From an optimization exercise on the open Yosys and OpenROAD flow, aimed at small area and a short achievable clock period; shortcuts taken in it are not production practice.
At most, simulation tests tie the RTL to the original design; equivalence was not proved.
No functional check of the RTL was part of runs 1 to 3 and 7.
Power is estimated from default activity; no workload was simulated.

`flow/design.v`:
```
module vc_circular_buffer #(
    parameter int FLIT_W      = 64,
    parameter int NUM_VC      = 4,
    parameter int BUFFER_SIZE = 8,
    parameter int OFF_THR     = BUFFER_SIZE - 2,
    parameter int ON_THR      = 1,
    localparam int VC_W       = (NUM_VC > 1) ? $clog2(NUM_VC) : 1,
    localparam int CNT_W      = $clog2(BUFFER_SIZE + 1)
) (
    input  logic                    clk,
    input  logic                    rst_n,
    input  logic                    write_i,
    input  logic [VC_W-1:0]         write_vc_i,
    input  logic [FLIT_W-1:0]       input_Data,
    input  logic                    read_i,
    input  logic [VC_W-1:0]         read_vc_i,
    output logic [FLIT_W-1:0]       output_Data,
    output logic [NUM_VC-1:0]       buf_empty,
    output logic [NUM_VC-1:0]       buf_full,
    output logic [NUM_VC-1:0]       buf_On_Off,
    output logic [NUM_VC*CNT_W-1:0] occupancy,
    output logic                    overflow_o,
    output logic                    underflow_o
);
    localparam int BODY = BUFFER_SIZE - 1;
    localparam logic [CNT_W-1:0] CNT_FULL = CNT_W'(BUFFER_SIZE);
    localparam logic [CNT_W-1:0] CNT_OFF  = CNT_W'(OFF_THR);
    localparam logic [CNT_W-1:0] CNT_ON   = CNT_W'(ON_THR);
    logic [FLIT_W-1:0] head_q [NUM_VC];
    logic [FLIT_W-1:0] body_q [NUM_VC][BODY];
    logic [BODY-1:0]   bwp_q [NUM_VC];
    logic [BODY-1:0]   brp_q [NUM_VC];
    logic [CNT_W-1:0]  count_q [NUM_VC];
    logic [CNT_W-1:0]  count_d [NUM_VC];
    logic [NUM_VC-1:0] wr_dec;
    logic [NUM_VC-1:0] rd_dec;
    logic [NUM_VC-1:0] wr_sel;
    logic [NUM_VC-1:0] rd_sel;
    logic [NUM_VC-1:0] wr_ok;
    logic [NUM_VC-1:0] rd_ok;
    logic [NUM_VC-1:0] head_from_in;
    logic [NUM_VC-1:0] head_from_body;
    logic [NUM_VC-1:0] head_load;
    logic [NUM_VC-1:0] body_wr;
    logic [NUM_VC-1:0] on_off_q;
    logic              ovf_hit;
    logic              unf_hit;
    logic              overflow_q;
    logic              underflow_q;
    always_comb begin
        wr_dec    = NUM_VC'(1) << write_vc_i;
        rd_dec    = NUM_VC'(1) << read_vc_i;
        wr_sel    = write_i ? wr_dec : '0;
        rd_sel    = read_i ? rd_dec : '0;
        wr_ok     = '0;
        rd_ok     = '0;
        ovf_hit   = 1'b0;
        unf_hit   = 1'b0;
        buf_empty = '0;
        buf_full  = '0;
        occupancy = '0;
        for (int v = 0; v < NUM_VC; v++) begin
            rd_ok[v] = rd_sel[v] && (count_q[v] != '0);
            wr_ok[v] = wr_sel[v] && ((count_q[v] != CNT_FULL) || rd_ok[v]);
            count_d[v] = count_q[v] + CNT_W'(wr_ok[v]) - CNT_W'(rd_ok[v]);
            if (wr_sel[v] && !wr_ok[v]) ovf_hit = 1'b1;
            if (rd_sel[v] && !rd_ok[v]) unf_hit = 1'b1;
            buf_empty[v] = (count_q[v] == '0);
            buf_full[v]  = (count_q[v] == CNT_FULL);
            occupancy[v*CNT_W +: CNT_W] = count_q[v];
            head_from_in[v]   = wr_sel[v] && ((count_q[v] == '0) ||
                                              (count_q[v] == CNT_W'(1) && rd_sel[v]));
            head_load[v]      = rd_sel[v] || (wr_sel[v] && (count_q[v] == '0));
            head_from_body[v] = rd_ok[v] && (count_q[v] > CNT_W'(1));
            body_wr[v]        = wr_ok[v] && !head_from_in[v];
        end
    end
    logic [FLIT_W-1:0] head_d [NUM_VC];
    for (genvar v = 0; v < NUM_VC; v++) begin : g_head
        logic [BODY:0]          hsel;
        logic [(BODY+1)*FLIT_W-1:0] hsrc;
        always_comb begin
            hsel = {head_from_in[v], (count_q[v] > CNT_W'(1)) ? brp_q[v] : BODY'(0)};
            hsrc[BODY*FLIT_W +: FLIT_W] = input_Data;
            for (int i = 0; i < BODY; i++) hsrc[i*FLIT_W +: FLIT_W] = body_q[v][i];
        end
        vc_onehot_mux #(.N(BODY + 1), .W(FLIT_W)) u_hmux (
            .sel(hsel), .d(hsrc), .y(head_d[v])
        );
    end
    logic [NUM_VC*FLIT_W-1:0] heads;
    always_comb
        for (int v = 0; v < NUM_VC; v++) heads[v*FLIT_W +: FLIT_W] = head_q[v];
    vc_onehot_mux #(.N(NUM_VC), .W(FLIT_W)) u_omux (
        .sel(rd_dec), .d(heads), .y(output_Data)
    );
    always_ff @(posedge clk or negedge rst_n) begin
        if (!rst_n) begin
            for (int v = 0; v < NUM_VC; v++) begin
                bwp_q[v]    <= BODY'(1);
                brp_q[v]    <= BODY'(1);
                count_q[v]  <= '0;
                on_off_q[v] <= 1'b1;
            end
            overflow_q  <= 1'b0;
            underflow_q <= 1'b0;
        end else begin
            for (int v = 0; v < NUM_VC; v++) begin
                if (body_wr[v])        bwp_q[v] <= {bwp_q[v][BODY-2:0], bwp_q[v][BODY-1]};
                if (head_from_body[v]) brp_q[v] <= {brp_q[v][BODY-2:0], brp_q[v][BODY-1]};
                count_q[v] <= count_d[v];
                if (count_d[v] >= CNT_OFF) begin
                    on_off_q[v] <= 1'b0;
                end else if (count_d[v] <= CNT_ON) begin
                    on_off_q[v] <= 1'b1;
                end
            end
            overflow_q  <= overflow_q | ovf_hit;
            underflow_q <= underflow_q | unf_hit;
        end
    end
    always_ff @(posedge clk) begin
        for (int v = 0; v < NUM_VC; v++) begin
            if (head_load[v]) head_q[v] <= head_d[v];
            for (int i = 0; i < BODY; i++)
                if (body_wr[v] && bwp_q[v][i]) body_q[v][i] <= input_Data;
        end
    end
    assign buf_On_Off  = on_off_q;
    assign overflow_o  = overflow_q;
    assign underflow_o = underflow_q;
endmodule
module vc_onehot_mux #(
    parameter int N = 2,
    parameter int W = 1
) (
    input  logic [N-1:0]   sel,
    input  logic [N*W-1:0] d,
    output logic [W-1:0]   y
);
    always_comb begin
        y = '0;
        for (int i = 0; i < N; i++) y = y | (d[i*W +: W] & {W{sel[i]}});
    end
endmodule
```
`flow/run.sh`:
```
#!/bin/bash
# synth_recipe.tcl (not shown) runs the flow's synth.tcl, then flattens the netlist and writes it again
# the make line also repeats each setting of config.mk as NAME=value (left out here)
make -C /OpenROAD-flow-scripts/flow DESIGN_CONFIG=/design/flow/config.mk WORK_HOME=/design/flow/orfs CLKGATE_MAP_FILE= SYNTH_SCRIPT=/design/flow/synth_recipe.tcl finish
```
`flow/config.mk`:
```
export PLATFORM = sky130hd
export DESIGN_NAME = vc_circular_buffer
export DESIGN_NICKNAME = vc_circular_buffer
export VERILOG_FILES = /design/flow/design.v
export SDC_FILE = /design/flow/constraint.sdc
export NUM_CORES = 4
export LEC_CHECK = 0
export ABC_CLOCK_PERIOD_IN_PS = 3000
export CAP_MARGIN = 20
export CORE_MARGIN = 2
export CORE_UTILIZATION = 40
export CTS_CLUSTER_DIAMETER = 100
export CTS_CLUSTER_SIZE = 26
export SETUP_SLACK_MARGIN = 2.5
export SLEW_MARGIN = 20
export SYNTH_HIERARCHICAL = 1
export TNS_END_PERCENT = 5
```
`flow/constraint.sdc`:
```
create_clock -name core_clock -period 5.5 [get_ports {clk}]
set_input_delay 1.1000 -clock core_clock [delete_from_list [all_inputs] [get_ports {clk}]]
set_output_delay 1.1000 -clock core_clock [all_outputs]
set_load 0.01 [all_outputs]
```
==> qor.txt, run 1 <==
status = finished clean
post-synthesis adder-cell area fraction = 0.00533
clock root buffer master = clkbuf_16
Leak = 27.0 nW
multiplexer area fraction after synthesis = 0.00813
Setup Viol. Count Final = 0
num rows = 163
met2 routed wirelength = 106 mm
required time of the worst setup path = 4.40 ns
P_int = 21.9 mW
fin crit share = 0.633
first-pass GRT wire length = 316 mm
Slew @ Worst Pin = 1.03 ns
Synth Register Bits = 2126
IO buf count = 165
# hold bufs at CTS = 0
maximum buffer depth of the clock tree = 3
Max-slew headroom = 0.309
Synth cell types = 42
Async S/R FF share, synth = 0.0367
Warnings, synthesis = 22
total track usage = 0.221
Horiz. Die Dim = 448 µm
largest family of logic cells by synthesized area = compound AO/OA/AOI/OAI gates
startpoint types = input pin
Pre-Repair DR Iteration Count = 5
ys flop type = edfxtp_1
switch share = 0.220
top sig layer = met5
Die ar. = 201000 µm²
Clock Latency Late Sink = 0.76 ns
Logic pwr share = 0.067
Synth Area in XOR/XNOR = 0.000888
Avg Cell Area, Syn = 19.1 µm²
effective utilization at floorplan = 0.401
synth-to-layout area growth = 10.4%
Avg Vias per Cell = 6.03
H-tree depth = 3
Placed Cells = 6823
critical-path cell list = buf_16 -> and2b_4 -> buf_12 -> buf_6 -> buf_12 -> buf_16 -> a22oi_2 -> nand2_1 -> buf_6
DRC = 0
core region area = 197000 µm²
via count = 42500
Sink Count = 2126
initial antenna violation count = 9
Worst EP arrival = 2.38 ns
clk slew on worst S/H paths = 0.11 ns
Net Sw Power = 6.18 mW
Final Hold Viols = 0
fmax = 287 MHz
TritonCTS clock tree = yes
GRT overflow = 0
Setup Crit Path Kind = input pin to output port
pin count of the biggest net entering global routing = 65
post-synthesis simple-gate area fraction = 0.0314
Mapped Area = 78900 µm²
Largest delay share family, worst path = buffers and inverters
CP max stage cell = and2b_4
post-synthesis compound-gate area fraction = 0.113
Power Density = 323 nW/µm²
critical path peak fanout = 8
Worst VDD drop = 0.266 mV
num ports = 166
nature of the critical path endpoint = output port
number of synthesized flops with an enable pin = 2048
number of global-route vias before repair = 40900
sequential power share = 0.643
Post-Route M1 WL = 97.6 mm
layout cells sized above 1 = 0.146
most common library cell in the layout ignoring fill and taps = edfxtp_1
commonest cells after routing, fill and taps aside = 2048 x edfxtp_1, 1093 x a22oi_1, 256 x nand4_1
ANT nets after route = 0
met3 routed WL = 19.0 mm
First DRT Iteration DRCs = 5386
die span in y = 448 µm
Max Slew Vio Count = 0
post-synthesis sequential area ratio = 0.804
WP buf/inv = 6
dpl hpwl = 128 mm
Min-Delay Path Class = input pin to async pin
Detailed Route WL = 228 mm
average wire per standard cell = 32.3 µm
Max-cap violations = 0
unrepaired setup endpoints after global routing = true
Clk pwr share = 0.290
setup TNS = 0 ns
Critical Path Max Stage Delay = 0.18 ns
nets = 4473
Period minus WS final = 3.48 ns
Final Instance Count excl. Fillers = 7059
Worst Skew = 0.0347 ns
post-synthesis net count = 4226
RD Place Congestion = 0.789
cell count after synthesis = 4126
Inserted Clock Buffers = 93
-- routing by layer --
layer,track usage,vias to the layer above
met2,0.348,1937
li1,-,17700
met1,0.325,22700
met5,0,-
met3,0.0320,228
met4,0.0512,10
-- synth_stat cells, drive strengths merged, types with 6 or more instances --
cell type | n | area, µm²
buf | 260 | 2810
nand4 | 256 | 1600
inv | 33 | 124
nand2b | 7 | 43.8
dfstp | 12 | 315
a21oi | 13 | 87.6
edfxtp | 2048 | 61500
dfrtp | 66 | 1650
nor2 | 14 | 52.6
nor3b | 6 | 45.0
and2 | 60 | 378
mux2 | 56 | 642
ha | 24 | 300
nand2 | 66 | 248
xor2 | 7 | 61.3
a22oi | 1153 | 8660
-- stage by stage --
stage               setup slack, ns  cell area [µm²]  power [mW]  hold slack, ns  utilization
finish                         2.02            87200        28.1           0.236        0.443
global placement              0.854            82900        20.0           0.478        0.422
floorplan                      1.84            79000        19.1           0.489            -
detailed placement            0.795            82900        20.0           0.480        0.422
CTS                            2.01            86900        28.2           0.199        0.442
global route                   1.97            87200        29.0           0.233        0.443
-- registers in the layout (all words and copies together), names as in the netlist --
register / cells
body_q: 1792
head_q: 256
brp_q: 28
bwp_q: 28
count_q: 16
on_off_q: 4
overflow_q: 1
underflow_q: 1
-- kinds of logic (layout without fill, tap and decap cells) --
logic type               count (synthesis)  count (layout)
flip-flops                            2126            2126
AO/OA/AOI/OAI                         1182            1182
AND/OR/NAND/NOR                        426             429
buffers and inverters                  296             584
multiplexers                            56              56
adder cells (fa/ha/maj)                 32              32
XOR/XNOR                                 8               8
other                                    0               2
-- repair_timing --
action | CTS | global route
pin swaps | 47 | 12
resized for setup | 396 | 36
endpoints found under the setup margin | 1491 | 764
setup buffers | 58 | 15
cloned | 18 | 4
-- cell type report --
class	instances	area (µm²)
sequential	2126	63500
fill	16900	109000
timing repair buffer	412	4450
tap	2640	3300
inverter	33	124
clock buffer	129	2530
multi-input combinational	1707	13100
clock inverter	10	136
antenna	2	5.00
-- worst register-to-register path, delay by kind of cell (launching register included) --
kind	cells	cell delay (ns)
buf+inv	2	0.60
flops	1	0.36
fa+ha+maj	1	0.23
simple gates	3	1.41
compound gates	1	0.16
-- path summary, 6_finish.rpt --
check,startpoint,end,slack [ns],depth (start not counted)
min in group core_clock,overflow_q,overflow_q,0.52,2
min reg2reg,overflow_q,overflow_q,0.52,2
min,rst_n,count_q[2][3],0.24,1
max,read_vc_i[1],output_Data[6],2.02,9
max in group asynchronous,rst_n,count_q[0][2],4.12,2
max reg2reg,count_q[1][2],head_q[1][41],2.56,7
-- power by group through the flow --
stage	logic, mW	registers, mW	clock network [mW]
2_1_floorplan	0.696	18.4	0
3_3_place_gp	1.56	18.5	0
3_5_place_dp	1.59	18.4	0
4_1_cts	1.82	18.1	8.30
5_1_grt	2.01	18.1	8.83
6_report	1.87	18.1	8.16
==> inputs of run 2 (changes only) <==
--- a/flow/design.v
+++ b/flow/design.v
@@ -82,3 +82,3 @@
         always_comb begin
-            hsel = {head_from_in[v], (count_q[v] > CNT_W'(1)) ? brp_q[v] : BODY'(0)};
+            hsel = {head_from_in[v], head_from_in[v] ? BODY'(0) : brp_q[v]};
             hsrc[BODY*FLIT_W +: FLIT_W] = input_Data;
==> flow/flow/run.sh (new file) <==
#!/bin/bash
# The standard layout with two changes: the read_vc_i and output_Data pins
# are placed on one edge (flow/io.tcl, run before pin placement), and the
# resizer may change a cell's footprint when it sizes it.
set -euo pipefail
W=$(pwd)
bash standard.sh PRE_IO_PLACEMENT_TCL="$W/flow/io.tcl" MATCH_CELL_FOOTPRINT=0 finish > "$W/standard_flow.log" 2>&1
==> flow/flow/io.tcl (new file) <==
# Put the read-VC select and the data output on one edge, so the head
# registers and the output select sit next to both.
set pins {read_vc_i[0] read_vc_i[1]}
for {set b 0} {$b < 64} {incr b} { lappend pins "output_Data\[$b\]" }
set_io_pin_constraint -pin_names $pins -region bottom:*
==> flow/standard.sh (new file) <==
#!/bin/bash
# synth_recipe.tcl (not shown) runs the flow's synth.tcl, then flattens the netlist and writes it again
# the make line also repeats each setting of config.mk as NAME=value (left out here)
make -C /OpenROAD-flow-scripts/flow DESIGN_CONFIG=/design/flow/config.mk WORK_HOME=/design/flow/orfs CLKGATE_MAP_FILE= SYNTH_SCRIPT=/design/flow/synth_recipe.tcl "${@:-finish}"
--- a/flow/config.mk
+++ b/flow/config.mk
@@ -12,3 +12,3 @@
 export CTS_CLUSTER_DIAMETER = 100
-export CTS_CLUSTER_SIZE = 26
+export CTS_CLUSTER_SIZE = 30
 export SETUP_SLACK_MARGIN = 2.5
removed: flow/run.sh
==> qor.txt, run 2 <==
status = finished clean
effective utilization at floorplan = 0.401 (about the same)
required time of the worst setup path = 4.40 ns (about the same)
top cells by area, synth = edfxtp_1 78%, a22oi_1 11%, buf_6 3.3%
Detailed Route WL = 251 mm (+10%)
post-synthesis sequential area ratio = 0.803 (-0.000968)
setup TNS = 0 ns (unchanged)
First DRT Iteration DRCs = 6467 (+20%)
TritonCTS clock tree = yes
post-place instance area = 84000 µm² (+1.3%)
Setup Viol. Count Final = 0 (unchanged)
core region area = 197000 µm² (+0.10%)
average wire per standard cell = 35.1 µm (+8.7%)
Power Density = 316 nW/µm² (-2.0%)
IO buf count = 165 (unchanged)
num rows = 163 (unchanged)
RD Place Congestion = 0.844 (+7.0%)
maximum buffer depth of the clock tree = 3 (unchanged)
unrepaired setup endpoints after global routing = true
commonest cells after routing, fill and taps aside = 2048 x edfxtp_1, 1068 x a22oi_1, 256 x nand4_1
Worst Skew = 0.0491 ns (+0.0144 ns)
Synth Register Bits = 2126 (unchanged)
Avg Cell Area, Syn = 19.1 µm² (-0.22%)
number of synthesized flops with an enable pin = 2048 (unchanged)
FF-to-FF path depth = 8 (+1)
post-synthesis net count = 4244 (+0.43%)
ys flop type = edfxtp_1
die span in y = 448 µm (about the same)
nets = 4569 (+2.1%)
Min-Delay Path Class = input pin to async pin
layout cells sized above 1 = 0.171 (+0.0248)
synth-to-layout area growth = 11.6%
Largest Register = body_q
Avg Vias per Cell = 6.21 (+3.0%)
startpoint types = input pin
clk slew on worst S/H paths = 0.12 ns (about the same)
Pre-Repair DR Iteration Count = 8 (+3)
Worst VDD drop = 0.280 mV (+5.3%)
Final Util = 0.448 (+0.00450)
most frequent cell after synthesis = edfxtp_1
critical path peak fanout = 7 (-1)
max FFs per register = 1792 (unchanged)
Final Instance Area = 88100 µm² (+1.1%)
nature of the critical path endpoint = output port
fin crit share = 0.635 (+0.00104)
Slew @ Worst Pin = 1.04 ns (+0.00959 ns)
# hold bufs at CTS = 0 (unchanged)
Inserted Clock Buffers = 81 (-13%)
clock root buffer master = clkbuf_16
initial antenna violation count = 14 (+5)
Final Hold Viols = 0 (unchanged)
first-pass GRT wire length = 343 mm (+8.6%)
num ports = 166 (unchanged)
Setup Crit Path Kind = input pin to output port
GRT overflow = 0 (unchanged)
Horiz. Die Dim = 448 µm (about the same)
Yosys top cell area share = 0.778 (-0.000938)
most common library cell in the layout ignoring fill and taps = edfxtp_1
Async S/R FF share, synth = 0.0367 (unchanged)
Clock Latency Late Sink = 0.76 ns (about the same)
Max-cap violations = 0 (unchanged)
number of global-route vias before repair = 41700 (+2.0%)
dpl hpwl = 148 mm (+16%)
cell count after synthesis = 4140 (+0.34%)
Max Slew Vio Count = 0 (unchanged)
biggest regs = body_q (1792), head_q (256)
Synth cell types = 44 (+4.8%)
Worst EP arrival = 2.39 ns (about the same)
Mapped Area = 79000 µm² (+0.12%)
cell taking the most area after synthesis = edfxtp_1
Die ar. = 201000 µm² (+0.12%)
Synth top cells by count = 2048 x edfxtp_1, 1152 x a22oi_1, 256 x nand4_1
H-tree depth = 3 (unchanged)
ANT nets after route = 0 (unchanged)
Leak = 27.3 nW (+1.3%)
hold_ws = 0.278 ns (+0.0422 ns)
Warnings, synthesis = 22 (unchanged)
pin count of the biggest net entering global routing = 65 (unchanged)
DRC = 0 (unchanged)
Sink Count = 2126 (unchanged)
total track usage = 0.245 (+0.0245)
Max-slew headroom = 0.302 (-0.00641)
fmax = 287 MHz (-0.16%)
Period minus WS final = 3.49 ns (+0.00574 ns)
via count = 44400 (+4.2%)
-- run 2: routing by layer --
| layer | global-route usage | vias up | wire length, µm |
|---|---|---|---|
| li1 | - | 17900 | - |
| met1 | 0.325 | 23400 | 94400 |
| met2 | 0.389 | 2552 | 118000 |
| met3 | 0.0414 | 414 | 22600 |
| met4 | 0.130 | 8 | 15900 |
| met5 | 0 | - | 53 |
-- run 2: worst paths after layout --
path / start / end / slack, ns
setup / recovery: read_vc_i[0] / output_Data[30] / 2.01
hold / removal: rst_n / bwp_q[2][6] / 0.28
setup reg to reg: count_q[0][1] / head_q[0][59] / 2.55
hold reg to reg: bwp_q[3][1] / bwp_q[3][2] / 0.52
max in group asynchronous: rst_n / count_q[1][0] / 4.08
min in group core_clock: bwp_q[3][1] / bwp_q[3][2] / 0.52
-- run 2: what timing repair did --
item	4_1_cts	5_1_grt
pin swaps	104	17
hold endpoints to repair	0	0
gates resized for setup	364	39
setup endpoints to repair	2192	1057
cloned	29	1
buffers inserted	71	8
-- run 2: final cells by class --
class	count	area, µm²
well taps	2640	3300
inverters	39	149
clock buffers	113	2230
fillers	16600	109000
clock inverters	6	63.8
multi-input cells	1731	13700
repair buffers	486	5170
diodes	5	12.5
flip-flops and latches	2126	63500
-- run 2: critical path: stages --
cell      delay [ns]
buf_16          0.12
nor2b_4         0.13
buf_12          0.15
buf_8           0.15
buf_12          0.15
buf_12          0.14
a22oi_2         0.15
nand2_1         0.12
clkbuf_2        0.14
-- run 2: logic make-up after synthesis --
| family | count (synthesis) | share of synthesized area |
|---|---|---|
| and+or+nand+nor | 427 | 0.0313 |
| AOI/OAI and AO/OA | 1187 | 0.113 |
| xor gates and xnor gates | 8 | 0.000887 |
| muxes | 58 | 0.00830 |
| buffers and inverters | 298 | 0.0372 |
| adders and majority gates | 36 | 0.00595 |
| DFF | 2126 | 0.803 |
-- run 2: power breakdown --
group / internal (mW) / switching [mW]
Clock: 2.89 / 4.74
Combinational: 0.804 / 1.27
Sequential: 17.9 / 0.247
Total: 21.6 / 6.25
-- run 2: stage by stage --
stage | instances | worst slack, ns | power (mW)
finish | 7146 | 2.01 | 27.9
global route | 7142 | 2.02 | 28.6
CTS | 7132 | 2.05 | 27.9
detailed placement | 6913 | 0.438 | 20.3
global placement | 6912 | 0.441 | 20.3
floorplan | 4140 | 1.98 | 19.2
==> inputs of run 3 (changes only) <==
--- a/flow/design.v
+++ b/flow/design.v
@@ -82,3 +82,3 @@
         always_comb begin
-            hsel = {head_from_in[v], head_from_in[v] ? BODY'(0) : brp_q[v]};
+            hsel = {head_from_in[v], (count_q[v] > CNT_W'(1)) ? brp_q[v] : BODY'(0)};
             hsrc[BODY*FLIT_W +: FLIT_W] = input_Data;
==> flow/flow/io.tcl (replaced) <==
# Put the read-VC select in the middle of the data outputs, packed on a short
# stretch of one edge, so the head registers and the output select sit next to
# both and the select nets stay short.
set pins {}
for {set b 0} {$b < 32} {incr b} { lappend pins "output_Data\[$b\]" }
lappend pins {read_vc_i[0]} {read_vc_i[1]}
for {set b 32} {$b < 64} {incr b} { lappend pins "output_Data\[$b\]" }
set_io_pin_constraint -group -order -pin_names $pins -region bottom:140-300
--- a/flow/config.mk
+++ b/flow/config.mk
@@ -12,3 +12,3 @@
 export CTS_CLUSTER_DIAMETER = 100
-export CTS_CLUSTER_SIZE = 30
+export CTS_CLUSTER_SIZE = 26
 export SETUP_SLACK_MARGIN = 2.5
==> qor.txt, run 3 <==
status = finished clean
Inserted Clock Buffers = 92 (+14%)
maximum buffer depth of the clock tree = 3 (unchanged)
Synth Register Bits = 2126 (unchanged)
Avg Cell Area, Syn = 19.1 µm² (+0.22%)
# hold bufs at CTS = 0 (unchanged)
Min-Delay Path Class = input pin to async pin
ys flop type = edfxtp_1
Period minus WS final = 3.50 ns (+0.00951 ns)
die span in y = 448 µm (about the same)
largest family of logic cells by synthesized area = compound AO/OA/AOI/OAI gates
number of global-route vias before repair = 40300 (-3.3%)
post-place instance area = 83100 µm² (-1.0%)
layout cells sized above 1 = 0.138 (-0.0330)
Max-cap violations = 0 (unchanged)
effective utilization at floorplan = 0.401 (about the same)
H-tree depth = 3 (unchanged)
core region area = 197000 µm² (-0.10%)
total track usage = 0.242 (-0.00276)
num rows = 163 (unchanged)
Max Slew Vio Count = 0 (unchanged)
most common library cell in the layout ignoring fill and taps = edfxtp_1
initial antenna violation count = 16 (+2)
average wire per standard cell = 35.4 µm (+0.91%)
Die ar. = 201000 µm² (-0.12%)
RD Place Congestion = 0.942 (+12%)
DRC = 0 (unchanged)
number of synthesized flops with an enable pin = 2048 (unchanged)
First DRT Iteration DRCs = 7011 (+8.4%)
ANT nets after route = 0 (unchanged)
Async S/R FF share, synth = 0.0367 (unchanged)
setup TNS = 0 ns (unchanged)
Slew @ Worst Pin = 1.05 ns (+0.00810 ns)
post-synthesis compound-gate area fraction = 0.113 (-0.000419)
unrepaired setup endpoints after global routing = true
post-synthesis simple-gate area fraction = 0.0314 (+0.000149)
fmax = 286 MHz (-0.27%)
Leak = 26.9 nW (-1.5%)
num ports = 166 (unchanged)
nets = 4443 (-2.8%)
dpl hpwl = 157 mm (+6.3%)
Largest Register = body_q
Clock Latency Late Sink = 0.77 ns (about the same)
cell count after synthesis = 4126 (-0.34%)
nature of the critical path endpoint = output port
Synth Area in XOR/XNOR = 0.000888 (+0.00000107)
startpoint types = input pin
top cells by area, synth = edfxtp_1 78%, a22oi_1 11%, buf_6 3.3%
GRT overflow = 0 (unchanged)
Worst VDD drop = 0.265 mV (-5.1%)
multiplexer area fraction after synthesis = 0.00813 (-0.000164)
Synth top cells by count = 2048 x edfxtp_1, 1153 x a22oi_1, 256 x nand4_1
DP Worst Slack = 0.927 ns (+0.489 ns)
IO buf count = 165 (unchanged)
via count = 43600 (-1.6%)
Worst EP arrival = 2.40 ns (about the same)
Max-slew headroom = 0.299 (-0.00322)
fin crit share = 0.636 (+0.00173)
biggest regs = body_q (1792), head_q (256)
top sig layer = met5
first-pass GRT wire length = 338 mm (-1.3%)
synth-to-layout area growth = 9.89%
Pre-Repair DR Iteration Count = 6 (-2)
Yosys top cell area share = 0.779 (+0.000938)
clock root buffer master = clkbuf_16
Post-Route M1 WL = 97.2 mm (+2.9%)
commonest cells after routing, fill and taps aside = 2048 x edfxtp_1, 1113 x a22oi_1, 256 x nand4_1
critical path peak fanout = 5 (-2)
Final Worst Setup Slack = 2.00 ns (-0.00951 ns)
Final Instance Area = 86700 µm² (-1.6%)
cell taking the most area after synthesis = edfxtp_1
clk slew on worst S/H paths = 0.11 ns (about the same)
Horiz. Die Dim = 448 µm (about the same)
Setup Crit Path Kind = input pin to output port
Mapped Area = 78900 µm² (-0.12%)
Warnings, synthesis = 22 (unchanged)
Synth cell types = 42 (-4.5%)
TritonCTS clock tree = yes
Detailed Route WL = 248 mm (-0.98%)
Setup Viol. Count Final = 0 (unchanged)
met2 routed wirelength = 110 mm (-6.4%)
met3 routed WL = 26.9 mm (+19%)
pin count of the biggest net entering global routing = 79 (+22%)
Power Density = 322 nW/µm² (+1.9%)
required time of the worst setup path = 4.40 ns (about the same)
post-synthesis sequential area ratio = 0.804 (+0.000968)
most frequent cell after synthesis = edfxtp_1
Sink Count = 2126 (unchanged)
Worst Skew = 0.0336 ns (-0.0155 ns)
Final Hold Viols = 0 (unchanged)
max FFs per register = 1792 (unchanged)
post-synthesis adder-cell area fraction = 0.00533 (-0.000627)
post-synthesis net count = 4226 (-0.42%)
Avg Vias per Cell = 6.22 (+0.25%)
==> run 3: cells by family after synthesis <==
group	Yosys count
AO/OA/AOI/OAI	1182
XOR/XNOR	8
adder cells (fa/ha/maj)	32
buffers and inverters	296
flip-flops	2126
multiplexers	56
AND/OR/NAND/NOR	426
==> run 3: layer usage <==
metal / GRT usage / vias to the layer above
li1: - / 17700
met1: 0.338 / 22900
met2: 0.359 / 2659
met3: 0.0573 / 373
met4: 0.116 / 6
met5: 0 / -
==> run 3: final timing paths <==
kind,start,to,slack [ns],depth (start not counted)
hold / removal,rst_n,count_q[2][3],0.36,1
hold reg to reg,brp_q[3][1],brp_q[3][2],0.51,1
setup reg to reg,count_q[1][2],head_q[1][56],2.25,7
min in group core_clock,brp_q[3][1],brp_q[3][2],0.51,1
setup / recovery,read_vc_i[0],output_Data[11],2.00,8
max in group asynchronous,rst_n,count_q[0][3],4.59,1
==> run 3: report_power, final <==
| group | total (mW) | internal, mW | switching, mW |
|---|---|---|---|
| Sequential | 18.2 | 17.9 | 0.287 |
| Combinational | 1.79 | 0.694 | 1.10 |
| Clock | 7.97 | 3.15 | 4.82 |
==> run 3: cell type report <==
type / instances / area, µm²
Fill cell: 17000 / 110000
Sequential cell: 2126 / 63500
Multi-Input combinational cell: 1708 / 13100
Timing Repair Buffer: 382 / 4210
Tap cell: 2640 / 3300
Clock buffer: 112 / 2420
Inverter: 33 / 124
Clock inverter: 7 / 95.1
Antenna cell: 4 / 10.0
==> run 3: metrics by stage <==
| stage | hold WS, ns | util | power [mW] | std cells |
|---|---|---|---|---|
| 2_1_floorplan | 0.489 | - | 19.1 | 4126 |
| 3_3_place_gp | 0.509 | 0.423 | 20.1 | 6839 |
| 3_5_place_dp | 0.511 | 0.423 | 20.1 | 6839 |
| 4_1_cts | 0.491 | 0.440 | 28.0 | 6999 |
| 5_1_grt | 0.383 | 0.441 | 28.6 | 7010 |
| 6_report | 0.360 | 0.441 | 27.9 | 7012 |
==> run 3: critical path: stages <==
cell and delay, ns:
buf_6 0.10, buf_12 0.12, and2b_4 0.37, clkbuf_16 0.20
clkbuf_16 0.14, a22oi_2 0.07, nand2_2 0.17, buf_6 0.13
==> run 3: timing repair <==
| action | CTS | global route |
|---|---|---|
| endpoints found under the setup margin | 1123 | 936 |
| resized for setup | 316 | 33 |
| buffers inserted | 24 | 6 |
| pin swaps | 49 | 10 |
| gates cloned | 17 | 3 |
==> inputs of run 4 (changes only) <==
--- a/flow/design.v
+++ b/flow/design.v
@@ -90,8 +90,16 @@
     end
-    logic [NUM_VC*FLIT_W-1:0] heads;
-    always_comb
-        for (int v = 0; v < NUM_VC; v++) heads[v*FLIT_W +: FLIT_W] = head_q[v];
-    vc_onehot_mux #(.N(NUM_VC), .W(FLIT_W)) u_omux (
-        .sel(rd_dec), .d(heads), .y(output_Data)
-    );
+    localparam int OUT_SLICES = 4;
+    localparam int SLICE_W    = FLIT_W / OUT_SLICES;
+    for (genvar s = 0; s < OUT_SLICES; s++) begin : g_out
+        logic [NUM_VC-1:0]         ssel;
+        logic [NUM_VC*SLICE_W-1:0] sd;
+        always_comb
+            for (int v = 0; v < NUM_VC; v++) sd[v*SLICE_W +: SLICE_W] = head_q[v][s*SLICE_W +: SLICE_W];
+        vc_decode #(.NUM_VC(NUM_VC), .VC_W(VC_W)) u_odec (
+            .vc(read_vc_i), .sel(ssel)
+        );
+        vc_onehot_mux #(.N(NUM_VC), .W(SLICE_W)) u_omux (
+            .sel(ssel), .d(sd), .y(output_Data[s*SLICE_W +: SLICE_W])
+        );
+    end
     always_ff @(posedge clk or negedge rst_n) begin
@@ -145 +153,10 @@
 endmodule
+module vc_decode #(
+    parameter int NUM_VC = 4,
+    parameter int VC_W   = 2
+) (
+    input  logic [VC_W-1:0]   vc,
+    output logic [NUM_VC-1:0] sel
+);
+    assign sel = NUM_VC'(1) << vc;
+endmodule
==> qor.txt, run 4 <==
status = finished clean
effective utilization at floorplan = 0.402 (about the same)
Final Hold Viols = 0 (unchanged)
Synth Area in XOR/XNOR = 0.000886 (-0.00000156)
most used routing layer = met2
Die ar. = 201000 µm² (+0.17%)
Max-cap violations = 0 (unchanged)
IO buf count = 165 (unchanged)
Seq. cell area = 63500 µm² (about the same)
total track usage = 0.244 (+0.00123)
num rows = 163 (unchanged)
Avg Cell Area, Syn = 19.1 µm² (-0.28%)
most frequent cell after synthesis = edfxtp_1
setup TNS = 0 ns (unchanged)
hold_ws = 0.366 ns (+0.00636 ns)
die span in y = 449 µm (about the same)
Synth cell types = 47 (+12%)
Largest Register = body_q
post-synthesis compound-gate area fraction = 0.113 (-0.000150)
via count = 43800 (+0.36%)
Setup Viol. Count Final = 0 (unchanged)
ANT nets after route = 0 (unchanged)
Max-slew headroom = 0.276 (-0.0229)
FF-to-FF End = head_q[3][62]
Crit. Startpoint = read_vc_i[1]
Worst VDD drop = 0.316 mV (+19%)
number of global-route vias before repair = 41000 (+1.6%)
Warnings, synthesis = 22 (unchanged)
first-pass GRT wire length = 345 mm (+1.9%)
Detailed Route WL = 252 mm (+1.6%)
RD Place Congestion = 0.907 (-3.7%)
Horiz. Die Dim = 449 µm (about the same)
area of the multi-input gates = 13600 µm² (+4.2%)
clk slew on worst S/H paths = 0.11 ns (about the same)
commonest cells after routing, fill and taps aside = 2048 x edfxtp_1, 1050 x a22oi_1, 257 x nand4_1
TritonCTS clock tree = yes
max FFs per register = 1792 (unchanged)
Async S/R FF share, synth = 0.0367 (unchanged)
M2 GR Usage = 0.389 (+0.0293)
Period minus WS final = 3.30 ns (-0.200 ns)
Min-Delay Path Class = input pin to async pin
number of synthesized flops with an enable pin = 2048 (unchanged)
GRT overflow = 0 (unchanged)
average wire per standard cell = 35.7 µm (+0.94%)
critical path peak fanout = 8 (+3)
Max Slew Vio Count = 0 (unchanged)
Mapped Area = 79100 µm² (+0.18%)
Clock Latency Late Sink = 0.77 ns (about the same)
Critical Path Max Stage Delay = 0.18 ns (-0.19 ns)
pin count of the biggest net entering global routing = 79 (unchanged)
Power Density = 321 nW/µm² (-0.40%)
multiplexer area fraction after synthesis = 0.00812 (-0.0000143)
Leak = 26.9 nW (+0.18%)
Sink Count = 2126 (unchanged)
post-synthesis net count = 4245 (+0.45%)
First DRT Iteration DRCs = 6447 (-8.0%)
met1 usage = 0.322 (-0.0160)
cell count after synthesis = 4145 (+0.46%)
nets = 4476 (+0.74%)
top cells by area, synth = edfxtp_1 78%, a22oi_1 11%, buf_6 3.3%
DRC = 0 (unchanged)
initial antenna violation count = 12 (-4)
Avg Vias per Cell = 6.20 (-0.28%)
biggest regs = body_q (1792), head_q (256)
startpoint types = input pin
Synth Register Bits = 2126 (unchanged)
Worst Skew = 0.0440 ns (+0.0105 ns)
post-synthesis adder-cell area fraction = 0.00532 (-0.00000936)
FF-to-FF path depth = 5 (-2)
fin crit share = 0.600 (-0.0363)
core region area = 197000 µm² (+0.10%)
most common library cell in the layout ignoring fill and taps = edfxtp_1
fmax = 303 MHz (+6.1%)
clock root buffer master = clkbuf_16
met3 Use GR = 0.0512 (-0.00609)
critical-path cell list = buf_12 -> buf_12 -> nor2b_4 -> buf_6 -> buf_8 -> a22oi_2 -> nand2_1 -> buf_2
CP max stage cell = a22oi_2
Inserted Clock Buffers = 92 (unchanged)
# hold bufs at CTS = 0 (unchanged)
filler instances = 16800 (-1.1%)
dpl hpwl = 154 mm (-2.4%)
Slew @ Worst Pin = 1.09 ns (+0.0343 ns)
synth-to-layout area growth = 10.6%
most frequent cell on the critical path = buf_12
required time of the worst setup path = 4.40 ns (about the same)
Worst EP arrival = 2.20 ns (-0.20 ns)
post-synthesis simple-gate area fraction = 0.0327 (+0.00121)
num ports = 166 (unchanged)
post-synthesis sequential area ratio = 0.803 (-0.00141)
ys flop type = edfxtp_1
r2r setup slk = 2.50 ns (+0.25 ns)
maximum buffer depth of the clock tree = 3 (unchanged)
Yosys top cell area share = 0.778 (-0.00137)
largest family of logic cells by synthesized area = compound AO/OA/AOI/OAI gates
Synth top cells by count = 2048 x edfxtp_1, 1152 x a22oi_1, 257 x nand4_1
reg2reg start = count_q[3][1]
nature of the critical path endpoint = output port
cell taking the most area after synthesis = edfxtp_1
H-tree depth = 3 (unchanged)
unrepaired setup endpoints after global routing = true
Setup Crit Path Kind = input pin to output port
layout cells sized above 1 = 0.161 (+0.0225)
Pre-Repair DR Iteration Count = 6 (unchanged)
[run 4: timing repair]
action | in CTS | in global routing
setup buffers | 50 | 14
gates resized for setup | 403 | 76
setup endpoints to repair | 2079 | 1200
cloned | 14 | 2
pin swaps | 101 | 45
[run 4: power by group]
part	total [mW]	switching, mW	internal [mW]
sequential	18.2	0.283	17.9
combinational	1.88	1.12	0.757
clock	7.99	4.84	3.15
total	28.1	6.25	21.8
[run 4: area by class of cell]
type                    count  share of cell area
inverters                  34             0.00146
flip-flops and latches   2126               0.726
well taps                2640              0.0378
multi-input cells        1727               0.156
diodes                      6            0.000172
clock inverters             7             0.00117
clock buffers             122              0.0279
repair buffers            395              0.0495
[run 4: critical path, delay by kind of cell]
family	cells	cell delay [ns]
AND/OR/NAND/NOR	2	0.24
buffers and inverters	5	0.67
AO/OA/AOI/OAI	1	0.18
[run 4: how the worst max path moves through the flow]
stage                      end  slack [ns]  depth (start not counted)
2_1_floorplan     head_q[0][0]        1.84                          2
3_3_place_gp   output_Data[39]        0.90                          5
3_5_place_dp   output_Data[45]        0.77                          5
4_1_cts        output_Data[12]        2.21                          8
5_1_grt        output_Data[12]        2.19                          7
6_report       output_Data[13]        2.20                          8
[run 4: cell families (layout without fill, tap and decap cells)]
logic type                 count (synthesis)  in the layout
DFF                                     2126           2126
AOI/OAI and AO/OA                       1183           1183
and+or+nand+nor                          442            448
buffers and inverters                    298            558
muxes                                     56             56
adders and majority gates                 32             32
xor gates and xnor gates                   8              8
other                                      0              6
[run 4: stage by stage]
step	power, mW	area, µm²	cells	util	worst slack [ns]
floorplan	19.1	79100	4145	-	1.84
global placement	20.1	83300	6842	0.423	0.896
detailed placement	20.2	83300	6842	0.423	0.769
CTS	28.1	87000	7035	0.442	2.21
global route	28.8	87400	7052	0.444	2.19
finish	28.1	87400	7057	0.444	2.20
[run 4: layer usage]
layer | vias to the layer above | wire length, µm
met5 | - | 27
met4 | 4 | 13700
met3 | 405 | 24000
met2 | 2449 | 120000
met1 | 23200 | 94800
li1 | 17800 | -
==> inputs of run 5 (changes only) <==
==> flow/run.sh (new file) <==
#!/bin/bash
# synth_recipe.tcl (not shown) runs the flow's synth.tcl, then flattens the netlist and writes it again
# the make line also repeats each setting of config.mk as NAME=value (left out here)
make -C /OpenROAD-flow-scripts/flow DESIGN_CONFIG=/design/flow/config.mk WORK_HOME=/design/flow/orfs CLKGATE_MAP_FILE= SYNTH_SCRIPT=/design/flow/synth_recipe.tcl finish
removed: flow/flow/run.sh
removed: flow/flow/io.tcl
removed: flow/standard.sh
==> qor.txt, run 5 <==
post-synthesis net count = 4245 (unchanged)
met3 Use GR = 0.0431 (-0.00813)
die span in y = 449 µm (unchanged)
Worst EP arrival = 2.37 ns (+0.17 ns)
Max Slew Vio Count = 0 (unchanged)
Setup Viol. Count Final = 0 (unchanged)
Worst Skew = 0.0373 ns (-0.00676 ns)
Slew @ Worst Pin = 1.19 ns (+0.108 ns)
P_int = 21.9 mW (+0.42%)
max FFs per register = 1792 (unchanged)
Pre-Repair DR Iteration Count = 5 (-1)
Setup Crit Path Kind = input pin to output port
total track usage = 0.223 (-0.0204)
Mapped Area = 79100 µm² (unchanged)
synth-to-layout area growth = 10.6% (about the same)
Sink Count = 2126 (unchanged)
Yosys top cell area share = 0.778 (unchanged)
Min-Delay Path Class = input pin to async pin
DP Worst Slack = 0.605 ns (-0.163 ns)
maximum buffer depth of the clock tree = 3 (unchanged)
effective utilization at floorplan = 0.402 (unchanged)
Synth cell types = 47 (unchanged)
Die ar. = 201000 µm² (unchanged)
M2 GR Usage = 0.360 (-0.0288)
DRC = 0 (unchanged)
critical path depth in cells = 9 (+1)
clk slew on worst S/H paths = 0.10 ns (about the same)
required time of the worst setup path = 4.40 ns (about the same)
most frequent cell after synthesis = edfxtp_1
cell count after synthesis = 4145 (unchanged)
fmax = 288 MHz (-4.9%)
ANT nets after route = 0 (unchanged)
Synth top cells by count = 2048 x edfxtp_1, 1152 x a22oi_1, 257 x nand4_1
Seq. cell area = 63500 µm² (about the same)
setup TNS = 0 ns (unchanged)
most frequent cell on the critical path = buf_12
core region area = 197000 µm² (unchanged)
Final Worst Setup Slack = 2.03 ns (-0.171 ns)
pin count of the biggest net entering global routing = 79 (unchanged)
commonest cells after routing, fill and taps aside = 2048 x edfxtp_1, 1076 x a22oi_1, 257 x nand4_1
Warnings, synthesis = 22 (unchanged)
most common library cell in the layout ignoring fill and taps = edfxtp_1
Horiz. Die Dim = 449 µm (unchanged)
number of synthesized flops with an enable pin = 2048 (unchanged)
First DRT Iteration DRCs = 5889 (-8.7%)
initial antenna violation count = 12 (unchanged)
status = finished clean
sequential power share = 0.646 (-0.002)
# hold bufs at CTS = 0 (unchanged)
startpoint types = input pin
Logic pwr share = 0.064 (-0.003)
RD Place Congestion = 0.788 (-13%)
ys flop type = edfxtp_1
Largest Register = body_q
Largest delay share family, worst path = buffers and inverters
Worst VDD drop = 0.263 mV (-17%)
num ports = 166 (unchanged)
FF-to-FF path depth = 5 (unchanged)
Avg Cell Area, Syn = 19.1 µm² (unchanged)
nature of the critical path endpoint = output port
Avg Vias per Cell = 6.14 (-1.1%)
Clk pwr share = 0.290 (+0.005)
cell taking the most area after synthesis = edfxtp_1
Critical Path Max Stage Delay = 0.16 ns (-0.02 ns)
filler instances = 16800 (-0.33%)
unrepaired setup endpoints after global routing = true
Clock Latency Late Sink = 0.76 ns (about the same)
fin crit share = 0.631 (+0.0310)
via count = 43400 (-0.83%)
Max-cap violations = 0 (unchanged)
biggest regs = body_q (1792), head_q (256)
Final Hold Viols = 0 (unchanged)
Power Density = 320 nW/µm² (-0.22%)
critical path peak fanout = 8 (unchanged)
Inserted Clock Buffers = 94 (+2.2%)
switch share = 0.218 (-0.00462)
nets = 4495 (+0.42%)
most used routing layer = met2
met1 usage = 0.302 (-0.0195)
first-pass GRT wire length = 323 mm (-6.3%)
Detailed Route WL = 232 mm (-8.1%)
layout cells sized above 1 = 0.159 (-0.00163)
TritonCTS clock tree = yes
Async S/R FF share, synth = 0.0367 (unchanged)
Period minus WS final = 3.47 ns (+0.171 ns)
WP buf/inv = 6 (+1)
num rows = 163 (unchanged)
post-synthesis sequential area ratio = 0.803 (unchanged)
critical-path cell list = buf_12 -> buf_12 -> nor2b_4 -> buf_12 -> buf_12 -> buf_12 -> a22oi_2 -> nand2_1 -> buf_2
CP max stage cell = buf_2
GRT overflow = 0 (unchanged)
IO buf count = 165 (unchanged)
Net Sw Power = 6.11 mW (-2.2%)
top cells by area, synth = edfxtp_1 78%, a22oi_1 11%, buf_6 3.3%
area of the multi-input gates = 13500 µm² (-1.1%)
Synth Register Bits = 2126 (unchanged)
H-tree depth = 3 (unchanged)
Leak = 27.0 nW (+0.31%)
clock root buffer master = clkbuf_16
average wire per standard cell = 32.8 µm (-8.3%)
number of global-route vias before repair = 42400 (+3.5%)
dpl hpwl = 127 mm (-17%)
Max-slew headroom = 0.204 (-0.0720)
==> run 5: cell counts after synthesis <==
Identical to the previous run, type by type.
==> run 5: timing repair <==
| action | 4_1_cts | 5_1_grt |
|---|---|---|
| cloned | 13 | 3 |
| setup endpoints to repair | 2061 | 1446 |
| pin swaps | 67 | 26 |
| setup buffers | 60 | 14 |
| gates resized for setup | 458 | 35 |
==> run 5: cells by family (layout without fill, tap and decap cells) <==
kind of cell	count (synthesis)	after routing	synth area share
fa+ha+maj	32	32	0.00532
flops	2126	2126	0.803
xor+xnor	8	8	0.000886
compound gates	1183	1183	0.113
other cells	0	6	0
buf+inv	298	577	0.0377
simple gates	442	449	0.0327
mux	56	56	0.00812
==> run 5: stage by stage <==
stage          hold WS [ns]  total power, mW  instance area [µm²]  utilization  cells
2_1_floorplan         0.488             19.1                79100            -   4145
3_3_place_gp          0.473             20.0                83100        0.422   6848
3_5_place_dp          0.498             20.1                83100        0.422   6848
4_1_cts               0.512             28.1                87200        0.443   7053
5_1_grt               0.419             28.8                87500        0.444   7075
6_report              0.349             28.0                87500        0.444   7077
==> run 5: power groups by stage <==
stage          registers, mW  clock network, mW  logic (mW)
3_5_place_dp            18.4                  0        1.63
5_1_grt                 18.1               8.75        1.95
2_1_floorplan           18.4                  0       0.723
6_report                18.1               8.12        1.80
3_3_place_gp            18.4                  0        1.60
4_1_cts                 18.1               8.24        1.79
==> run 5: path summary, 6_finish.rpt <==
check	from	endpoint	slack (ns)
worst max-delay path	read_vc_i[1]	output_Data[41]	2.03
worst min-delay path	rst_n	count_q[0][2]	0.35
worst max register to register	count_q[0][1]	head_q[0][24]	2.32
worst min register to register	body_q[17][46]	head_q[2][46]	0.52
max in group asynchronous	rst_n	brp_q[1][6]	4.56
min in group core_clock	body_q[17][46]	head_q[2][46]	0.52
==> run 5: worst reg2reg max path: stages, from the launching register on <==
cell and delay (ns):
dfrtp_1 0.59, nand2b_1 0.66, and2_4 0.74, buf_4 0.50
a22oi_1 0.19, nand4_1 0.28
==> run 5: routing by layer <==
layer	wire length, µm	vias up
li1	-	17800
met1	91700	22900
met2	110000	2316
met3	21100	362
met4	8760	4
met5	22	-
==> run 5: layout make-up <==
type	count	area share
Antenna cell	6	0.000172
Clock buffer	121	0.0288
Clock inverter	11	0.00166
Inverter	34	0.00146
Multi-Input combinational cell	1728	0.154
Sequential cell	2126	0.726
Tap cell	2640	0.0378
Timing Repair Buffer	411	0.0503
==> inputs of run 6 (changes only) <==
--- a/flow/design.v
+++ b/flow/design.v
@@ -43,2 +43,6 @@
     logic [NUM_VC-1:0] head_load;
+    logic [NUM_VC-1:0] cnt_inc;
+    logic [NUM_VC-1:0] cnt_dec;
+    logic [NUM_VC-1:0] off_d;
+    logic [NUM_VC-1:0] on_d;
     logic [NUM_VC-1:0] body_wr;
@@ -75,2 +79,8 @@
             body_wr[v]        = wr_ok[v] && !head_from_in[v];
+            cnt_inc[v]        = wr_ok[v] && !rd_ok[v];
+            cnt_dec[v]        = rd_ok[v] && !wr_ok[v];
+            off_d[v] = ((count_q[v] >= CNT_OFF) && !(count_q[v] == CNT_OFF && cnt_dec[v])) ||
+                       (count_q[v] == CNT_OFF - CNT_W'(1) && cnt_inc[v]);
+            on_d[v]  = ((count_q[v] <= CNT_ON) && !(count_q[v] == CNT_ON && cnt_inc[v])) ||
+                       (count_q[v] == CNT_ON + CNT_W'(1) && cnt_dec[v]);
         end
@@ -90,3 +100,3 @@
     end
-    localparam int OUT_SLICES = 4;
+    localparam int OUT_SLICES = 8;
     localparam int SLICE_W    = FLIT_W / OUT_SLICES;
@@ -119,5 +129,5 @@
                 count_q[v] <= count_d[v];
-                if (count_d[v] >= CNT_OFF) begin
+                if (off_d[v]) begin
                     on_off_q[v] <= 1'b0;
-                end else if (count_d[v] <= CNT_ON) begin
+                end else if (on_d[v]) begin
                     on_off_q[v] <= 1'b1;
==> flow/flow/run.sh (new file) <==
#!/bin/bash
# The standard layout with three changes: the read_vc_i and output_Data
# pins are placed together on one edge (flow/io.tcl, run before pin
# placement), the port buffers are buf_2 rather than the delay cell
# buffer_ports picks on its own, and the resizer may change a cell's footprint
# when it sizes it.
set -euo pipefail
W=$(pwd)
bash standard.sh PRE_IO_PLACEMENT_TCL="$W/flow/io.tcl" MATCH_CELL_FOOTPRINT=0 \
    BUFFER_PORTS_ARGS="-buffer_cell sky130_fd_sc_hd__buf_2" finish > "$W/standard_flow.log" 2>&1
==> flow/flow/io.tcl (new file) <==
# Put the read-VC select in the middle of the data outputs, packed on a short
# stretch of one edge, so the head registers and the output select sit next to
# both and the select nets stay short.
set pins {}
for {set b 0} {$b < 32} {incr b} { lappend pins "output_Data\[$b\]" }
lappend pins {read_vc_i[0]} {read_vc_i[1]}
for {set b 32} {$b < 64} {incr b} { lappend pins "output_Data\[$b\]" }
set_io_pin_constraint -group -order -pin_names $pins -region bottom:140-300
==> flow/standard.sh (new file) <==
#!/bin/bash
# synth_recipe.tcl (not shown) runs the flow's synth.tcl, then flattens the netlist and writes it again
# the make line also repeats each setting of config.mk as NAME=value (left out here)
make -C /OpenROAD-flow-scripts/flow DESIGN_CONFIG=/design/flow/config.mk WORK_HOME=/design/flow/orfs CLKGATE_MAP_FILE= SYNTH_SCRIPT=/design/flow/synth_recipe.tcl "${@:-finish}"
removed: flow/run.sh
==> qor.txt, run 6 <==
die span in y = 450 µm (+0.23%)
Worst VDD drop = 0.293 mV (+11%)
pin count of the biggest net entering global routing = 65 (-18%)
Largest Register = body_q
Mapped Area = 79400 µm² (+0.46%)
First DRT Iteration DRCs = 7257 (+23%)
Largest delay share family, worst path = buffers and inverters
critical-path cell list = buf_16 -> buf_12 -> and2b_4 -> a22oi_2 -> nand2_4 -> buf_6
Horiz. Die Dim = 450 µm (+0.23%)
post-synthesis sequential area ratio = 0.799 (-0.00369)
Min-Delay Path Class = input pin to async pin
met3 Use GR = 0.0442 (+0.00115)
Slew @ Worst Pin = 1.18 ns (-0.0152 ns)
FF-to-FF End = head_q[1][34]
cell taking the most area after synthesis = edfxtp_1
Setup Viol. Count Final = 0 (unchanged)
unrepaired setup endpoints after global routing = true
Sink Count = 2126 (unchanged)
via count = 43900 (+1.2%)
TritonCTS clock tree = yes
FF-to-FF path depth = 8 (+3)
Die ar. = 202000 µm² (+0.46%)
synth-to-layout area growth = 9.31%
total track usage = 0.230 (+0.00664)
number of synthesized flops with an enable pin = 2048 (unchanged)
commonest cells after routing, fill and taps aside = 2048 x edfxtp_1, 1052 x a22oi_1, 256 x nand4_1
clk slew on worst S/H paths = 0.11 ns (about the same)
top cells by area, synth = edfxtp_1 77%, a22oi_1 11%, buf_6 2.9%
filler instances = 17100 (+1.9%)
critical path peak fanout = 8 (unchanged)
Pre-Repair DR Iteration Count = 6 (+1)
Async S/R FF share, synth = 0.0367 (unchanged)
DRC = 0 (unchanged)
startpoint types = input pin
biggest regs = body_q (1792), head_q (256)
Synth top cells by count = 2048 x edfxtp_1, 1152 x a22oi_1, 256 x nand4_1
clock root buffer master = clkbuf_16
post-synthesis net count = 4334 (+2.1%)
GRT overflow = 0 (unchanged)
effective utilization at floorplan = 0.402 (+0.000606)
num ports = 166 (unchanged)
total power = 28.5 mW (+1.7%)
Yosys top cell area share = 0.774 (-0.00358)
Synth cell types = 60 (+28%)
most used routing layer = met2
hold_ws = 0.188 ns (-0.162 ns)
met1 usage = 0.321 (+0.0188)
number of global-route vias before repair = 41400 (-2.3%)
Leak = 26.7 nW (-1.3%)
fmax = 286 MHz (-0.68%)
nature of the critical path endpoint = output port
Period minus WS final = 3.49 ns (+0.0238 ns)
Power Density = 328 nW/µm² (+2.5%)
dpl hpwl = 145 mm (+14%)
r2r setup slk = 2.42 ns (+0.10 ns)
Worst EP arrival = 2.39 ns (+0.02 ns)
IO buf count = 165 (unchanged)
most frequent cell after synthesis = edfxtp_1
average wire per standard cell = 34.4 µm (+5.0%)
Synth Register Bits = 2126 (unchanged)
Critical Path Max Stage Delay = 0.40 ns (+0.24 ns)
reg2reg start = count_q[1][2]
maximum buffer depth of the clock tree = 3 (unchanged)
Inserted Clock Buffers = 92 (-2.1%)
Warnings, synthesis = 22 (unchanged)
cell count after synthesis = 4226 (+2.0%)
Avg Vias per Cell = 6.22 (+1.4%)
nets = 4495 (unchanged)
H-tree depth = 3 (unchanged)
ys flop type = edfxtp_1
WP buf/inv = 3 (-3)
core region area = 197000 µm² (+0.31%)
first-pass GRT wire length = 330 mm (+2.2%)
Setup Crit Path Kind = input pin to output port
layout cells sized above 1 = 0.175 (+0.0157)
max FFs per register = 1792 (unchanged)
Max Slew Vio Count = 0 (unchanged)
Avg Cell Area, Syn = 18.8 µm² (-1.5%)
Clock Latency Late Sink = 0.77 ns (about the same)
initial antenna violation count = 21 (+9)
CP max stage cell = a22oi_2
ANT nets after route = 0 (unchanged)
Worst Skew = 0.0556 ns (+0.0183 ns)
Detailed Route WL = 243 mm (+4.8%)
status = finished clean
RD Place Congestion = 0.921 (+17%)
M2 GR Usage = 0.358 (-0.00193)
fin crit share = 0.635 (+0.00432)
most common library cell in the layout ignoring fill and taps = edfxtp_1
Max-cap violations = 0 (unchanged)
num rows = 163 (unchanged)
Max-slew headroom = 0.214 (+0.0101)
required time of the worst setup path = 4.40 ns (about the same)
Final Hold Viols = 0 (unchanged)
setup TNS = 0 ns (unchanged)
-- run 6: cell types whose count changed after synthesis, moves of 8 or more --
cell      previous run  this run
buf_6              229       203
buf_2                3        25
inv_1               34        45
a21oi_1              8        18
and2_2               4        13
clkbuf_2             1         9
ha_1                24        32
o21ai_0              1         9
-- run 6: cell type report --
| cell class | count | area [µm²] | area share |
|---|---|---|---|
| antenna | 4 | 10.0 | 0.000115 |
| clock buffer | 118 | 2440 | 0.0281 |
| clock inverter | 6 | 100 | 0.00115 |
| inverter | 45 | 173 | 0.00199 |
| multi-input combinational | 1800 | 14300 | 0.165 |
| sequential | 2126 | 63500 | 0.731 |
| tap | 2640 | 3300 | 0.0380 |
| timing repair buffer | 322 | 3010 | 0.0346 |
-- run 6: cells by family (layout without fill, tap and decap cells) --
| group | Yosys count | after routing | share of synthesized area |
|---|---|---|---|
| multiplexers | 56 | 56 | 0.00837 |
| AO/OA/AOI/OAI | 1220 | 1220 | 0.115 |
| XOR/XNOR | 8 | 8 | 0.000882 |
| AND/OR/NAND/NOR | 469 | 480 | 0.0348 |
| buffers and inverters | 311 | 491 | 0.0357 |
| other | 0 | 4 | 0 |
| flip-flops | 2126 | 2126 | 0.799 |
| adder cells (fa/ha/maj) | 36 | 36 | 0.00605 |
-- run 6: through the flow --
stage	area, µm²	std cells	setup slack, ns	util
2_1_floorplan	79500	4226	2.01	-
3_3_place_gp	82300	6862	0.538	0.417
3_5_place_dp	82300	6862	0.574	0.417
4_1_cts	86500	7039	2.05	0.438
5_1_grt	86800	7057	2.03	0.440
6_report	86800	7061	2.01	0.440
-- run 6: power breakdown --
part	leakage, nW	internal, mW	total, mW	switching [mW]
Combinational	5.96	0.793	2.30	1.51
Clock	1.23	3.17	8.01	4.84
Sequential	19.5	17.9	18.2	0.245
Total	26.7	21.9	28.5	6.59
-- run 6: how the worst max path moves through the flow --
stage / startpoint / end / cells past startpoint
2_1_floorplan: write_vc_i[0] / head_q[2][0] / 2
3_3_place_gp: read_vc_i[1] / output_Data[20] / 5
3_5_place_dp: read_vc_i[1] / output_Data[20] / 5
4_1_cts: read_vc_i[0] / output_Data[13] / 6
5_1_grt: read_vc_i[0] / output_Data[18] / 6
6_report: read_vc_i[0] / output_Data[18] / 6
-- run 6: what timing repair did --
action | 4_1_cts | 5_1_grt
endpoints found under the setup margin | 2153 | 340
resized for setup | 250 | 36
setup buffers | 41 | 13
hold buffers | 0 | 0
gates cloned | 12 | 5
pin swaps | 83 | 23
-- run 6: worst reg2reg max path, stage by stage, from the launching register on --
cell	delay [ns]
dfrtp_1	0.41
inv_1	0.17
ha_4	0.20
inv_1	0.08
o21ai_4	0.45
and2_4	0.87
buf_4	0.41
a22oi_1	0.12
nand4_1	0.20
-- run 6: metal layers --
layer  vias to the layer above  part of all wire
met1                     23100              0.39
met2                      2599              0.46
met3                       349              0.11
li1                      17900                 -
met5                         -           0.00040
met4                         4             0.042
==> inputs of run 7 (changes only) <==
--- a/flow/design.v
+++ b/flow/design.v
@@ -92,3 +92,3 @@
         always_comb begin
-            hsel = {head_from_in[v], (count_q[v] > CNT_W'(1)) ? brp_q[v] : BODY'(0)};
+            hsel = {head_from_in[v], brp_q[v]};
             hsrc[BODY*FLIT_W +: FLIT_W] = input_Data;
@@ -118,3 +118,3 @@
                 bwp_q[v]    <= BODY'(1);
-                brp_q[v]    <= BODY'(1);
+                brp_q[v]    <= '0;
                 count_q[v]  <= '0;
@@ -127,3 +127,8 @@
                 if (body_wr[v])        bwp_q[v] <= {bwp_q[v][BODY-2:0], bwp_q[v][BODY-1]};
-                if (head_from_body[v]) brp_q[v] <= {brp_q[v][BODY-2:0], brp_q[v][BODY-1]};
+                if (count_d[v] > CNT_W'(1)) begin
+                    if (count_q[v] <= CNT_W'(1))  brp_q[v] <= bwp_q[v];
+                    else if (head_from_body[v])   brp_q[v] <= {brp_q[v][BODY-2:0], brp_q[v][BODY-1]};
+                end else begin
+                    brp_q[v] <= '0;
+                end
                 count_q[v] <= count_d[v];
==> qor.txt, run 7 <==
required time of the worst setup path = 4.40 ns (about the same)
status = finished clean
critical path depth in cells = 8 (+2)
Clock Latency Late Sink = 0.78 ns (about the same)
H-tree depth = 3 (unchanged)
dpl hpwl = 137 mm (-5.5%)
Warnings, synthesis = 22 (unchanged)
fin crit share = 0.659 (+0.0233)
layout cells sized above 1 = 0.159 (-0.0151)
first-pass GRT wire length = 335 mm (+1.6%)
RD Place Congestion = 0.832 (-9.7%)
critical path peak fanout = 7 (-1)
Max Slew Vio Count = 0 (unchanged)
synth-to-layout area growth = 9.00%
nets = 4530 (+0.78%)
post-synthesis net count = 4371 (+0.85%)
unrepaired setup endpoints after global routing = true
Synth cell types = 55 (-8.3%)
ANT nets after route = 0 (unchanged)
initial antenna violation count = 21 (unchanged)
Period minus WS final = 3.62 ns (+0.128 ns)
pin count of the biggest net entering global routing = 65 (unchanged)
Worst Skew = 0.0320 ns (-0.0235 ns)
WP buf/inv = 5 (+2)
DRC = 0 (unchanged)
Final Hold Viols = 0 (unchanged)
Largest delay share family, worst path = buffers and inverters
FF-to-FF End = brp_q[0][1]
startpoint types = input pin
Synth Register Bits = 2126 (unchanged)
Pre-Repair DR Iteration Count = 6 (unchanged)
r2r setup slk = 2.10 ns (-0.32 ns)
area of the multi-input gates = 14100 µm² (-1.4%)
Max-cap violations = 0 (unchanged)
number of global-route vias before repair = 42700 (+3.1%)
nature of the critical path endpoint = output port
setup TNS = 0 ns (unchanged)
most common library cell in the layout ignoring fill and taps = edfxtp_1
CP max stage cell = and2b_4
reg2reg start = count_q[0][2]
Seq. cell area = 63600 µm² (+0.16%)
critical-path cell list = buf_16 -> buf_16 -> buf_4 -> and2b_4 -> buf_4 -> a22oi_1 -> nand2_1 -> buf_2
maximum buffer depth of the clock tree = 3 (unchanged)
Worst VDD drop = 0.428 mV (+46%)
num rows = 163 (unchanged)
most frequent cell after synthesis = edfxtp_1
Setup Viol. Count Final = 0 (unchanged)
filler instances = 17200 (+0.54%)
max FFs per register = 1792 (unchanged)
Inserted Clock Buffers = 92 (unchanged)
effective utilization at floorplan = 0.403 (about the same)
Avg Cell Area, Syn = 18.6 µm² (-0.78%)
Power Density = 418 nW/µm² (+28%)
Mapped Area = 79500 µm² (about the same)
Worst EP arrival = 2.52 ns (+0.13 ns)
clock root buffer master = clkbuf_16
Max-slew headroom = 0.287 (+0.0729)
TritonCTS clock tree = yes
via count = 44600 (+1.4%)
Async S/R FF share, synth = 0.0367 (unchanged)
Min-Delay Path Class = input pin to async pin
Final Util = 0.439 (-0.000862)
Yosys top cell area share = 0.774 (about the same)
Horiz. Die Dim = 450 µm (about the same)
FF-to-FF path depth = 13 (+5)
top cells by area, synth = edfxtp_1 77%, a22oi_1 11%, buf_6 2.9%
cell count after synthesis = 4263 (+0.88%)
ys flop type = edfxtp_1
IO buf count = 165 (unchanged)
Setup Crit Path Kind = input pin to output port
DP Worst Slack = 0.801 ns (+0.227 ns)
First DRT Iteration DRCs = 6391 (-12%)
Slew @ Worst Pin = 1.07 ns (-0.109 ns)
Largest Register = body_q
Critical Path Max Stage Delay = 0.22 ns (-0.18 ns)
Leak = 26.7 nW (about the same)
GRT overflow = 0 (unchanged)
total track usage = 0.233 (+0.00260)
die span in y = 450 µm (about the same)
Avg Vias per Cell = 6.28 (+0.87%)
Die ar. = 202000 µm² (about the same)
number of synthesized flops with an enable pin = 2048 (unchanged)
num ports = 166 (unchanged)
Sink Count = 2126 (unchanged)
clk slew on worst S/H paths = 0.10 ns (about the same)
Synth top cells by count = 2048 x edfxtp_1, 1152 x a22oi_1, 256 x nand4_1
cell taking the most area after synthesis = edfxtp_1
Detailed Route WL = 242 mm (-0.18%)
biggest regs = body_q (1792), head_q (256)
post-synthesis sequential area ratio = 0.798 (about the same)
Final Worst Setup Slack = 1.88 ns (-0.128 ns)
commonest cells after routing, fill and taps aside = 2048 x edfxtp_1, 1099 x a22oi_1, 256 x nand4_1
fmax = 276 MHz (-3.5%)
core region area = 197000 µm² (unchanged)
average wire per standard cell = 34.1 µm (-0.72%)
-- run 7: area by class of cell --
type	instances	share of cell area
Inverter	34	0.00150
Clock buffer	118	0.0279
Multi-Input combinational cell	1831	0.163
Sequential cell	2126	0.734
Timing Repair Buffer	337	0.0346
Clock inverter	8	0.00110
Tap cell	2640	0.0381
Antenna cell	6	0.000173
-- run 7: worst register-to-register path, cell delays in order, from the launching register on --
cell and delay [ns]:
dfrtp_1 0.44, inv_1 0.15, ha_1 0.30, nand3_1 0.21, inv_1 0.20, nor2_4 0.11, ha_1 0.30, inv_1 0.04
ha_1 0.20, fa_1 0.41, xor2_1 0.27, nor3b_1 0.08, mux2_2 0.35, a211oi_1 0.23
-- run 7: kinds of logic after synthesis --
family                     Yosys count  synth area share
adders and majority gates           36           0.00604
AOI/OAI and AO/OA                 1253             0.117
DFF                               2126             0.798
muxes                               53           0.00730
buffers and inverters              306            0.0353
xor gates and xnor gates             8          0.000881
and+or+nand+nor                    481            0.0347
-- run 7: worst max-delay path by stage --
stage	from	to	slack, ns
5_1_grt	count_q[0][2]	brp_q[0][1]	1.91
3_5_place_dp	read_vc_i[1]	output_Data[15]	0.80
4_1_cts	read_vc_i[1]	output_Data[62]	1.88
2_1_floorplan	write_vc_i[1]	head_q[1][0]	2.00
3_3_place_gp	read_vc_i[0]	output_Data[24]	0.45
6_report	read_vc_i[0]	output_Data[54]	1.88
-- run 7: metrics by stage --
step	instances	power, mW	hold slack, ns	area, µm²
floorplan	4263	25.0	0.512	79600
global placement	6897	27.9	0.462	82400
detailed placement	6898	28.0	0.466	82400
CTS	7054	35.8	0.185	85900
global route	7096	37.4	0.209	86600
finish	7100	36.3	0.225	86600
-- run 7: timing repair --
action	in CTS	in global routing
hold buffers	0	0
cloned	7	0
endpoints found under the setup margin	520	759
pin swaps	42	22
resized for setup	156	115
setup buffers	23	40
-- run 7: per-layer routing --
| layer | wire [µm] | share of wire | up-vias | track usage |
|---|---|---|---|---|
| li1 | - | - | 18100 | - |
| met1 | 94600 | 0.39 | 23500 | 0.319 |
| met2 | 114000 | 0.47 | 2593 | 0.370 |
| met3 | 24200 | 0.10 | 404 | 0.0478 |
| met4 | 9610 | 0.040 | 6 | 0.0771 |
| met5 | 35 | 0.00014 | - | 0 |
-- run 7: where the power goes --
part           internal (mW)  leakage [nW]  switching, mW
combinational           2.82          6.13           4.96
sequential              18.5          19.3           1.98
clock                   3.15          1.22           4.85

separate check: timing with driven ports:
No port has a modelled driver above. Below, the same layouts with a new extraction and two added sets of constraints.
Step 1, drivers: a clkbuf_16 drives clk and a buf_2 each remaining input, both assumed.
Step 2 adds t to the input delays and takes it off the output delays; t is the mean of the earliest and latest rising clock arrival at the registers after step 1. Input paths then give back, and output paths get back, about the clock's delay inside the block.
a / b / c = ideal ports / drivers / drivers and shift; a / b = the first two.
| run | t, ns | setup slack, ns | slew at the worst register clock pin (ns) | worst data-port slew with drivers (ns) |
|---|---|---|---|---|
| run 1 | 0.825 | 2.016 / 1.935 / 1.556 | 0.11 / 0.11 | 0.12 |
| run 2 | 0.829 | 2.010 / 1.949 / 1.459 | 0.12 / 0.12 | 0.13 |
| run 3 | 0.843 | 2.001 / 1.942 / 1.562 | 0.11 / 0.11 | 0.15 |
| run 4 | 0.839 | 2.201 / 2.108 / 1.616 | 0.11 / 0.11 | 0.22 |
| run 5 | 0.836 | 2.030 / 1.977 / 1.451 | 0.11 / 0.11 | 0.18 |
| run 6 | 0.833 | 2.006 / 1.651 / 1.313 | 0.11 / 0.11 | 0.44 |
| run 7 | 0.855 | 1.878 / 1.735 / 1.228 | 0.11 / 0.11 | 0.25 |
After both steps every run listed still meets setup and hold. The setup slack of run 6, which loses most, moves by -0.355 ns with the drivers and by -0.693 ns with both steps.
